From an optimization exercise on the open Yosys and OpenROAD flow, aimed at small area, a short achievable clock period and few clock cycles per item; shortcuts taken in it are not production practice. Power figures rest on the tool's default switching activity, not on a simulated workload.

== violet ==
==> flow/design.v <==
package mul256_pkg;
  localparam int OP_W   = 260;
  localparam int PROD_W = 520;
  localparam int ADDR_W = 6;
endpackage
module mul256_op_seq #(
  parameter int TIMEOUT = 1023
) (
  input  logic              clk,
  input  logic              rst,
  input  logic              cmd_valid,
  output logic              cmd_ready,
  input  logic [mul256_pkg::ADDR_W-1:0] cmd_a,
  input  logic [mul256_pkg::ADDR_W-1:0] cmd_b,
  input  logic [mul256_pkg::ADDR_W-1:0] cmd_dst,
  output logic              busy,
  output logic              done,
  output logic              err,
  output logic              op_read,
  output logic [mul256_pkg::ADDR_W-1:0] op_raddr,
  input  logic [mul256_pkg::OP_W-1:0]   op_rdata,
  output logic              op_write,
  output logic [mul256_pkg::ADDR_W-1:0] op_waddr,
  output logic [mul256_pkg::OP_W-1:0]   op_wdata,
  input  logic              op_wready,
  output logic              mul_start,
  output logic [mul256_pkg::OP_W-1:0]   mul_a,
  output logic [mul256_pkg::OP_W-1:0]   mul_b,
  input  logic              mul_done,
  input  logic [mul256_pkg::PROD_W-1:0] mul_p
);
  localparam int OW    = mul256_pkg::OP_W;
  localparam int AW    = mul256_pkg::ADDR_W;
  localparam int CNT_W = $clog2(TIMEOUT + 1);
  logic            jw_q, jw_n;    
  logic            jl_q, jl_n;    
  logic            jh_q, jh_n;    
  logic            jx_q, jx_n;    
  logic [AW-1:0]   jdst_q, jdst_n, jdst1_q, jdst1_n;
  logic [CNT_W-1:0] cnt_q, cnt_n;
  logic            nv_q, nv_n;
  logic [AW-1:0]   na_q, na_n, nb_q, nb_n, ndst_q, ndst_n;
  logic            pa_q, pa_n;    
  logic            ra_q, ra_n;    
  logic            rb_q, rb_n;    
  logic            fa_i_q, fb_i_q;   
  logic            fa_w_q;           
  logic            fa_h_q;           
  logic            fb_h_q;           
  logic            fhw_q;            
  logic            fd_q;             
  logic            fs_i_q, fs_h_q;   
  logic            tmo_q;            
  logic            busy_q;
  logic            rdx_q;            
  logic            wrx_q;            
  logic            wb_q;             
  logic            crx_q;            
  logic [AW-1:0]   raddr_q, waddr_q;
  logic [OW-1:0]   ra_reg, rh_reg;
  localparam int NSL = 38;
  localparam int SLW = (OW + NSL - 1) / NSL;
  logic [NSL-1:0]  selw_q, sell_q;
  logic            accept, start, w_done, lo_stall, hi_ok;
  logic            need_a, have_a, hzw, hzh, hzbh, fa_h_n, fb_h_n;
  assign w_done    = jw_q && mul_done;
  assign lo_stall  = w_done && !op_wready;
  assign hi_ok     = fd_q && op_wready;                
  assign start     = fs_i_q || (fs_h_q && op_wready);
  assign cmd_ready = crx_q || (fs_h_q && op_wready);
  assign accept    = cmd_valid && cmd_ready;
  assign done      = hi_ok;
  assign err       = tmo_q && !mul_done;
  assign busy      = busy_q;
  assign mul_start = start;
  assign op_write  = w_done || wrx_q || (wb_q && !op_wready);
  assign op_read   = rdx_q || (fa_w_q && !mul_done) || (fb_h_q && op_wready);
  assign op_raddr  = raddr_q;
  assign op_waddr  = waddr_q;
  for (genvar g = 0; g < NSL; g++) begin : g_wd
    mul256_op_seq_bit u_selw (.clk(clk), .d(!rst && jw_n), .q(selw_q[g]));
    mul256_op_seq_bit u_sell (.clk(clk), .d(!rst && jl_n), .q(sell_q[g]));
    for (genvar i = g * SLW; i < (g + 1) * SLW && i < OW; i++) begin : g_bit
      assign op_wdata[i] = selw_q[g] ? mul_p[i] : (sell_q[g] ? ra_reg[i] : rh_reg[i]);
    end
  end
  assign mul_a     = ra_reg;
  assign mul_b     = op_rdata;
  always_comb begin
    jw_n = (jw_q && !mul_done && !tmo_q) || start;
    jl_n = (jl_q || w_done) && !op_wready;
    jh_n = (jh_q && !hi_ok) || ((jl_q || w_done) && op_wready);
    jx_n = fhw_q && !op_wready;
    jdst_n  = start ? ndst_q : jdst_q;
    jdst1_n = start ? ndst_q + AW'(1) : jdst1_q;
    cnt_n   = start ? '0 : (jw_q ? cnt_q + CNT_W'(1) : cnt_q);
    nv_n   = (nv_q && !start) || accept;
    na_n   = accept ? cmd_a   : na_q;
    nb_n   = accept ? cmd_b   : nb_q;
    ndst_n = accept ? cmd_dst : ndst_q;
    pa_n   = !start && !lo_stall && (pa_q || ra_q);
    ra_n   = fa_i_q || (fa_w_q && !mul_done) || fa_h_q;
    rb_n   = fb_i_q || (fb_h_q && op_wready);
    need_a = nv_n && !pa_n && !ra_n;
    have_a = nv_n && (pa_n || ra_n);
    hzw    = (na_n == jdst_n) || (na_n == jdst1_n);
    hzh    = (na_n == jdst1_n);
    hzbh   = (nb_n == jdst1_n);
    fa_h_n = jh_n && !jx_n && need_a && !hzh;
    fb_h_n = jh_n && !jx_n && !(need_a && !hzh) && have_a && !rb_n && !hzbh;
  end
  always_ff @(posedge clk) begin
    if (rst) begin
      jw_q   <= 1'b0;
      jl_q   <= 1'b0;
      jh_q   <= 1'b0;
      jx_q   <= 1'b0;
      nv_q   <= 1'b0;
      pa_q   <= 1'b0;
      ra_q   <= 1'b0;
      rb_q   <= 1'b0;
      fa_i_q <= 1'b0;
      fb_i_q <= 1'b0;
      fa_w_q <= 1'b0;
      fa_h_q <= 1'b0;
      fb_h_q <= 1'b0;
      fhw_q  <= 1'b0;
      fd_q   <= 1'b0;
      fs_i_q <= 1'b0;
      fs_h_q <= 1'b0;
      tmo_q  <= 1'b0;
      busy_q <= 1'b0;
      rdx_q  <= 1'b0;
      wrx_q  <= 1'b0;
      wb_q   <= 1'b0;
      crx_q  <= 1'b1;
    end else begin
      jw_q   <= jw_n;
      jl_q   <= jl_n;
      jh_q   <= jh_n;
      jx_q   <= jx_n;
      nv_q   <= nv_n;
      pa_q   <= pa_n;
      ra_q   <= ra_n;
      rb_q   <= rb_n;
      fa_i_q <= !(jw_n || jl_n || jh_n) && need_a;
      fb_i_q <= !(jw_n || jl_n || jh_n) && have_a && !rb_n;
      fa_w_q <= jw_n && need_a && !hzw;
      fa_h_q <= fa_h_n;
      fb_h_q <= fb_h_n;
      fhw_q  <= jh_n && !fa_h_n;
      fd_q   <= jh_n && !fa_h_n && !fb_h_n;
      fs_i_q <= !(jw_n || jl_n || jh_n) && nv_n && pa_n && rb_n;
      fs_h_q <= jh_n && nv_n && pa_n && rb_n;
      tmo_q  <= jw_n && !start && (cnt_n == CNT_W'(TIMEOUT));
      busy_q <= nv_n || jw_n || jl_n || jh_n;
      rdx_q  <= !(jw_n || jl_n || jh_n) && nv_n && (need_a || !rb_n) || fa_h_n;
      wrx_q  <= jl_n || (jh_n && !fa_h_n && !fb_h_n);
      wb_q   <= fb_h_n;
      crx_q  <= !nv_n || (!(jw_n || jl_n || jh_n) && nv_n && pa_n && rb_n);
    end
  end
  always_ff @(posedge clk) begin
    jdst_q  <= jdst_n;
    jdst1_q <= jdst1_n;
    cnt_q   <= cnt_n;
    na_q    <= na_n;
    nb_q    <= nb_n;
    ndst_q  <= ndst_n;
    raddr_q <= (fb_h_n || (!(jw_n || jl_n || jh_n) && have_a)) ? nb_n : na_n;
    waddr_q <= jh_n ? jdst1_n : jdst_n;
  end
  always_ff @(posedge clk) begin
    if (lo_stall)  ra_reg <= mul_p[OW-1:0];
    else if (ra_q) ra_reg <= op_rdata;
  end
  always_ff @(posedge clk) begin
    if (jw_q) rh_reg <= mul_p[2*OW-1:OW];
  end
endmodule
module mul256_op_seq_bit (
  input  logic clk,
  input  logic d,
  output logic q
);
  always_ff @(posedge clk) q <= d;
endmodule
export LEC_CHECK = 0
export CAP_MARGIN = 20
export CORE_AREA = 10 10 590 590
export DIE_AREA = 0 0 600 600
export PLACE_DENSITY = 0.8
export SETUP_SLACK_MARGIN = 2.0
export SLEW_MARGIN = 20
export SYNTH_HIERARCHICAL = 1
export SYNTH_MINIMUM_KEEP_SIZE = 0
create_clock -name core_clock -period 4.5 [get_ports {clk}]
standard.sh (not shown) runs the stock make flow with config.mk's settings and CLKGATE_MAP_FILE= SYNTH_SCRIPT=/design/flow/synth_recipe.tcl, a recipe that flattens the netlist after the stock synthesis.
==> flow/flow/run.sh <==
#!/bin/bash
# Standard layout, except that
#  - the port buffers are the smallest buffer cell instead of the
#    clock-delay cell buffer_ports picks by default;
#  - each bit's data pins are placed next to each other (flow/pins.tcl).
#  - clock tree synthesis adds no dummy loads.
set -euo pipefail
export BUFFER_PORTS_ARGS="-buffer_cell sky130_fd_sc_hd__buf_1"
export PRE_IO_PLACEMENT_TCL="$PWD/flow/pins.tcl"
export CTS_ARGS="-sink_clustering_enable -repair_clock_nets -dont_use_dummy_load -sink_clustering_size 20 -sink_clustering_max_diameter 60"
bash standard.sh > standard_flow.log 2>&1
==> flow/flow/pins.tcl <==
for {set i 0} {$i < 260} {incr i} {
  set hi [expr {$i + 260}]
  set_io_pin_constraint -group -order -pin_names [list \
    "mul_b\[$i\]" "op_rdata\[$i\]" "mul_a\[$i\]" \
    "mul_p\[$i\]" "op_wdata\[$i\]" "mul_p\[$hi\]"]
}
### violet -> nickel
diff --git a/flow/design.v b/flow/design.v
--- a/flow/design.v
+++ b/flow/design.v
@@ -53,11 +53,7 @@
   logic            tmo_q;            
   logic            busy_q;
-  logic            rdx_q;            
-  logic            wrx_q;            
-  logic            wb_q;             
-  logic            crx_q;            
   logic [AW-1:0]   raddr_q, waddr_q;
   logic [OW-1:0]   ra_reg, rh_reg;
-  localparam int NSL = 38;
+  localparam int NSL = 26;
   localparam int SLW = (OW + NSL - 1) / NSL;
   logic [NSL-1:0]  selw_q, sell_q;
@@ -68,5 +64,5 @@
   assign hi_ok     = fd_q && op_wready;                
   assign start     = fs_i_q || (fs_h_q && op_wready);
-  assign cmd_ready = crx_q || (fs_h_q && op_wready);
+  assign cmd_ready = !nv_q || start;
   assign accept    = cmd_valid && cmd_ready;
   assign done      = hi_ok;
@@ -74,6 +70,7 @@
   assign busy      = busy_q;
   assign mul_start = start;
-  assign op_write  = w_done || wrx_q || (wb_q && !op_wready);
-  assign op_read   = rdx_q || (fa_w_q && !mul_done) || (fb_h_q && op_wready);
+  assign op_write  = w_done || jl_q || (fhw_q && !(fb_h_q && op_wready));
+  assign op_read   = fa_i_q || fb_i_q || (fa_w_q && !mul_done) || fa_h_q ||
+                     (fb_h_q && op_wready);
   assign op_raddr  = raddr_q;
   assign op_waddr  = waddr_q;
@@ -131,8 +128,4 @@
       tmo_q  <= 1'b0;
       busy_q <= 1'b0;
-      rdx_q  <= 1'b0;
-      wrx_q  <= 1'b0;
-      wb_q   <= 1'b0;
-      crx_q  <= 1'b1;
     end else begin
       jw_q   <= jw_n;
@@ -155,8 +148,4 @@
       tmo_q  <= jw_n && !start && (cnt_n == CNT_W'(TIMEOUT));
       busy_q <= nv_n || jw_n || jl_n || jh_n;
-      rdx_q  <= !(jw_n || jl_n || jh_n) && nv_n && (need_a || !rb_n) || fa_h_n;
-      wrx_q  <= jl_n || (jh_n && !fa_h_n && !fb_h_n);
-      wb_q   <= fb_h_n;
-      crx_q  <= !nv_n || (!(jw_n || jl_n || jh_n) && nv_n && pa_n && rb_n);
     end
   end
## What came out
Placed wire-length estimate after detailed placement ended up 14% lower on nickel than on violet.
Between nickel and violet, the clock-pin slew reported for the worst setup and hold paths after clock tree synthesis figures differ only marginally.
From violet to nickel the numbers moved as follows: combinational share of power has increased, global-route usage shows a reduction of 0.49 points.
Status: floorplan core area parity (violet, nickel)
nickel vs. violet: worst hold slack went up by 0.014 ns.
Starting utilization of the core area ended up 0.15 points lower on nickel than on violet.
In nickel the clock buffer and inverter area fraction after layout turned out 0.24 points lower than in violet.
Relative to violet, nickel degrades fmax.
In nickel the total wire length after detailed routing turned out about 7% lower than in violet.
Of nickel and violet, violet shows the higher worst setup slack, with nickel below it.
Function was not checked in any run of this note: the RTL went through the layout flow alone.

[static timing again, ports no longer ideal]
In the flow no input, the clock included, has a driving cell. The finished layouts below were timed again as built, in two steps.
Step 1, drivers: a clkbuf_16 drives clk and a buf_2 each remaining input, both assumed.
Step 2, shift: input delay + t, output delay - t, t = (earliest + latest rising clock arrival at the registers) / 2. This alone moves slack from input paths to output paths.
Three values: no drivers, after step 1, after step 2; two values: the first two.
| run | t (ns) | setup WS [ns] | hold slack, ns | worst setup path after step 2 | worst slew at a driven data input, ns |
|---|---|---|---|---|---|
| violet | 0.843 | 1.843 / 1.753 / 1.317 | 0.264 / 0.208 / 0.498 | input to register | 0.37 |
| nickel | 0.820 | 1.793 / 1.701 / 1.265 | 0.278 / 0.223 / 0.500 | input to register | 0.14 |
After both steps setup and hold are still met in every run listed. The setup slack of nickel, which loses most, moves by -0.092 ns with the drivers and by -0.528 ns with both steps.
